Context: an optimization exercise on an open-source flow, tuned for small area, a short achievable clock period and few clock cycles. The choices shown serve that exercise and are no tape-out recipe.
Where RTL was checked, it was by simulation tests only, not by an equivalence proof against the original.

// mm_top
module mm_top (
  input  logic         clk_i,
  input  logic         rst_n_i,
  input  logic         instr_valid_i,
  input  logic [15:0]  a_addr_i,
  input  logic [15:0]  b_addr_i,
  input  logic [15:0]  c_addr_i,
  input  logic [12:0]  len_i,
  output logic         instr_ready_o,
  output logic         done_o,
  output logic         a_rd_req_o,
  output logic [15:0]  a_rd_addr_o,
  input  logic         a_rd_valid_i,
  input  logic [31:0]  a_rd_data_i,
  output logic         b_rd_req_o,
  output logic [15:0]  b_rd_addr_o,
  input  logic         b_rd_valid_i,
  input  logic [31:0]  b_rd_data_i,
  output logic         wr_valid_o,
  output logic [15:0]  wr_addr_o,
  output logic [127:0] wr_data_o,
  input  logic         wr_ready_i
);
  localparam int AW = 28;   
  function automatic logic [39:0] triple(input logic [31:0] w);
    for (int i = 0; i < 4; i++)
      triple[10*i +: 10] = {2'b00, w[8*i +: 8]} + {1'b0, w[8*i +: 8], 1'b0};
  endfunction
  logic busy_q, ready_q, clr_q, done_q;
  logic accept;
  assign instr_ready_o = ready_q;         
  assign accept        = instr_valid_i && ready_q;
  assign done_o        = done_q;
  logic [15:0] a_addr_q, b_addr_q;
  logic [12:0] a_rem_q, b_rem_q;
  logic        a_more_q, b_more_q, a_req_q, b_req_q;
  logic        ahv_q, bhv_q;
  logic [31:0] ah_q, bh_q;
  logic [39:0] a3h_q;                     
  logic [31:0] p0_q, p1_q;                
  logic [1:0]  pcnt_q;                    
  logic        pown_q;                    
  logic        a_take, b_take, fire;
  logic        a_pool, b_pool;            
  logic        a_more_d, b_more_d, ahv_d, bhv_d;
  logic [1:0]  pcnt_d;
  logic        pown_d;
  assign fire        = ahv_q && bhv_q;
  assign a_rd_req_o  = a_req_q;
  assign b_rd_req_o  = b_req_q;
  assign a_rd_addr_o = a_addr_q;
  assign b_rd_addr_o = b_addr_q;
  assign a_take      = a_req_q && a_rd_valid_i;
  assign b_take      = b_req_q && b_rd_valid_i;
  assign a_pool      = pcnt_q != 2'd0 && !pown_q;
  assign b_pool      = pcnt_q != 2'd0 && pown_q;
  always_comb begin
    a_more_d = accept || (a_more_q && !(a_take && a_rem_q == 13'd1));
    b_more_d = accept || (b_more_q && !(b_take && b_rem_q == 13'd1));
    pown_d   = pown_q;
  ...
Settings: LEC_CHECK=0, CAP_MARGIN=20, CORE_MARGIN=2, CORE_UTILIZATION=40, SETUP_SLACK_MARGIN=3.5, SLEW_MARGIN=20; clock period 6.0 ns.
run.sh (not shown) runs the stock make flow with config.mk's settings and CLKGATE_MAP_FILE= SYNTH_SCRIPT=/design/flow/synth_recipe.tcl, a recipe that flattens the netlist after the stock synthesis.
Change:
SETUP_SLACK_MARGIN = 3.0   (was 3.5)
Hold slack improves by 0.021 ns.
Global-route usage decreases by 2.0 points.
No functional check of the RTL was part of any run of this note.

---

before:
mm_top, a different RTL version from the one above (not shown whole).
For scale: roughly 7800 cells after synthesis, about 1200 flip-flops.
Design mm_top, start of the top module:
module mm_top (
  input  logic         clk_i,
  input  logic         rst_n_i,
  input  logic         instr_valid_i,
  input  logic [15:0]  a_addr_i,
  input  logic [15:0]  b_addr_i,
  input  logic [15:0]  c_addr_i,
  input  logic [12:0]  len_i,
  output logic         instr_ready_o,
  output logic         done_o,
  output logic         a_rd_req_o,
  output logic [15:0]  a_rd_addr_o,
  input  logic         a_rd_valid_i,
  input  logic [31:0]  a_rd_data_i,
  output logic         b_rd_req_o,
  output logic [15:0]  b_rd_addr_o,
  input  logic         b_rd_valid_i,
  input  logic [31:0]  b_rd_data_i,
  output logic         wr_valid_o,
  output logic [15:0]  wr_addr_o,
  output logic [127:0] wr_data_o,
  input  logic         wr_ready_i
);
  localparam int AW = 28;   
  function automatic logic [39:0] triple(input logic [31:0] w);
    for (int i = 0; i < 4; i++)
      triple[10*i +: 10] = {2'b00, w[8*i +: 8]} + {1'b0, w[8*i +: 8], 1'b0};
  endfunction
  logic busy_q, clr_q, done_q;
  logic accept;
  assign instr_ready_o = !busy_q;
  assign accept        = instr_valid_i && !busy_q;
  assign done_o        = done_q;
  logic [15:0] a_addr_q, b_addr_q;
  logic [12:0] a_rem_q, b_rem_q;
  logic        a_more_q, b_more_q;
  logic        ahv_q, atv_q, bhv_q, btv_q;
  logic [31:0] ah_q, at_q, bh_q, bt_q;
  logic [39:0] a3h_q;                     
  logic        a_take, b_take, fire;
  assign fire        = ahv_q && bhv_q;
  assign a_rd_req_o  = a_more_q && (!atv_q || fire);
  assign b_rd_req_o  = b_more_q && (!btv_q || fire);
  assign a_rd_addr_o = a_addr_q;
  assign b_rd_addr_o = b_addr_q;
  assign a_take      = a_rd_req_o && a_rd_valid_i;
  assign b_take      = b_rd_req_o && b_rd_valid_i;
  always_ff @(posedge clk_i or negedge rst_n_i) begin
    if (!rst_n_i) begin
      a_more_q <= 1'b0;
      b_more_q <= 1'b0;
      ahv_q <= 1'b0; atv_q <= 1'b0; ah_q <= '0; a3h_q <= '0; at_q <= '0;
      bhv_q <= 1'b0; btv_q <= 1'b0; bh_q <= '0; bt_q <= '0;
    end else begin
      if (accept) begin
        a_more_q <= 1'b1;
        b_more_q <= 1'b1;
      end else begin
  ...
clock: 6.0 ns
lec_check: 0
cap_margin: 20
core_margin: 2
core_utilization: 40
setup_slack_margin: 3.0
slew_margin: 20
[inputs] after vs before
Settings: clearing SETUP_SLACK_MARGIN, which used to be 3.0.
[summary]
Looking at slowest library cell on the worst path, the dfrtp_4 result is from after; the dfstp_4 one comes from before. In after, met1 usage in global routing is lower than in before. after packs its core looser than before. Measured against after, the cell area of before comes out at 1.05 times the reference value. Aggregate routed wire length (higher): before. Going from before to after, count of buffers not belonging to the clock network in the layout shrank by 196; relative area change from synthesis to final layout shrank by 6.2 points.
Function was not checked in any run of this note: the RTL went through the layout flow alone.

---

Setup of green:
mm_top, a different RTL version from the one above (not shown whole).
For scale: ~7000 cells after synthesis, ~1200 flip-flops, about 310 I/O pins, about 69000 um2 of cells after synthesis.
export LEC_CHECK = 0
export CAP_MARGIN = 20
export CORE_MARGIN = 2
export CORE_UTILIZATION = 55
export SETUP_SLACK_MARGIN = 3.3
export SLEW_MARGIN = 20
export TNS_END_PERCENT = 100
create_clock -name core_clock -period 6.0 [get_ports {clk_i}]
standard.sh (not shown) runs the stock make flow with config.mk's settings and CLKGATE_MAP_FILE= SYNTH_SCRIPT=/design/flow/synth_recipe.tcl, a recipe that flattens the netlist after the stock synthesis.
==> flow/flow/run.sh <==
#!/bin/bash
# Layout: the standard flow (standard.sh) unchanged, except that the port
# buffers are sky130_fd_sc_hd__buf_2 instead of the resizer's default pick (a
# clkdlybuf4s50 delay cell, which the timing repair then cannot resize). Every
# port still gets its own buffer.
set -euo pipefail
bash standard.sh "BUFFER_PORTS_ARGS=-buffer_cell sky130_fd_sc_hd__buf_2" finish > standard_flow.log 2>&1
Testbench counts of green, summed over its fixed seeds: cycles 19,415.
Here is what was changed in the inputs of purple compared with green.
- changing CORE_UTILIZATION from 55 to 65
- changing SETUP_SLACK_MARGIN from 3.3 to 3.4
[summary]
- Any difference in measured slew at the worst slew-check pin between green and purple is small enough to ignore.
- Diff green -> purple: core utilization up 13 points, worst-case clock buffer depth flat, global-route usage over all layers up 5.8 points.
- Against green, purple reports a core box area that is lower.
- Relative to green, sum of routed wire length over all layers has gone down in purple.
- The fraction of area in registers number comes out lower for purple vs green.
- Relative to green, the final period demand of the worst path of purple is lower by 0.13 ns.
- Maximum number of pins on one net before global-route repair: purple and green compared, lower one is purple

==> port drivers added, routing unchanged <==
The results above use ideal ports. As a check the final layouts listed here were re-extracted and re-timed, cells and wires unchanged.
Step 1 assumes that a clkbuf_16 drives the clock port and a buf_2 every other input.
Step 2 also shifts input and output timing later by t, the mid clock arrival at the registers, as if the neighbouring blocks saw the same clock.
Three values: ideal ports, drivers, drivers and shift; two values: the first two.
run | shift t [ns] | setup slack, ns | hold WS [ns] | worst setup path after step 2 | latest minus earliest clock arrival (ns)
the first run of note 1 | 0.889 | 2.579 / 2.579 / 2.579 | 0.406 / 0.358 / 0.438 | register to register | 0.040 / 0.039
the second run of note 1 | 0.897 | 2.502 / 2.502 / 2.283 | 0.426 / 0.373 / 0.426 | input to register | 0.042 / 0.042
before | 0.885 | 2.444 / 2.355 / 2.357 | 0.480 / 0.439 / 0.480 | input to register | 0.039 / 0.039
after | 0.875 | 1.505 / 1.421 / 2.243 | 0.478 / 0.458 / 0.478 | input to register | 0.044 / 0.044
green | 0.862 | 3.240 / 3.236 / 2.789 | 0.365 / 0.365 / 0.365 | input to register | 0.025 / 0.026
purple | 0.830 | 3.366 / 3.346 / 2.799 | 0.362 / 0.362 / 0.362 | input to register | 0.034 / 0.035
After both steps every run listed still meets setup and hold. For purple, which loses most, drivers alone change the setup slack by -0.020 ns; drivers and shift together by -0.567 ns.
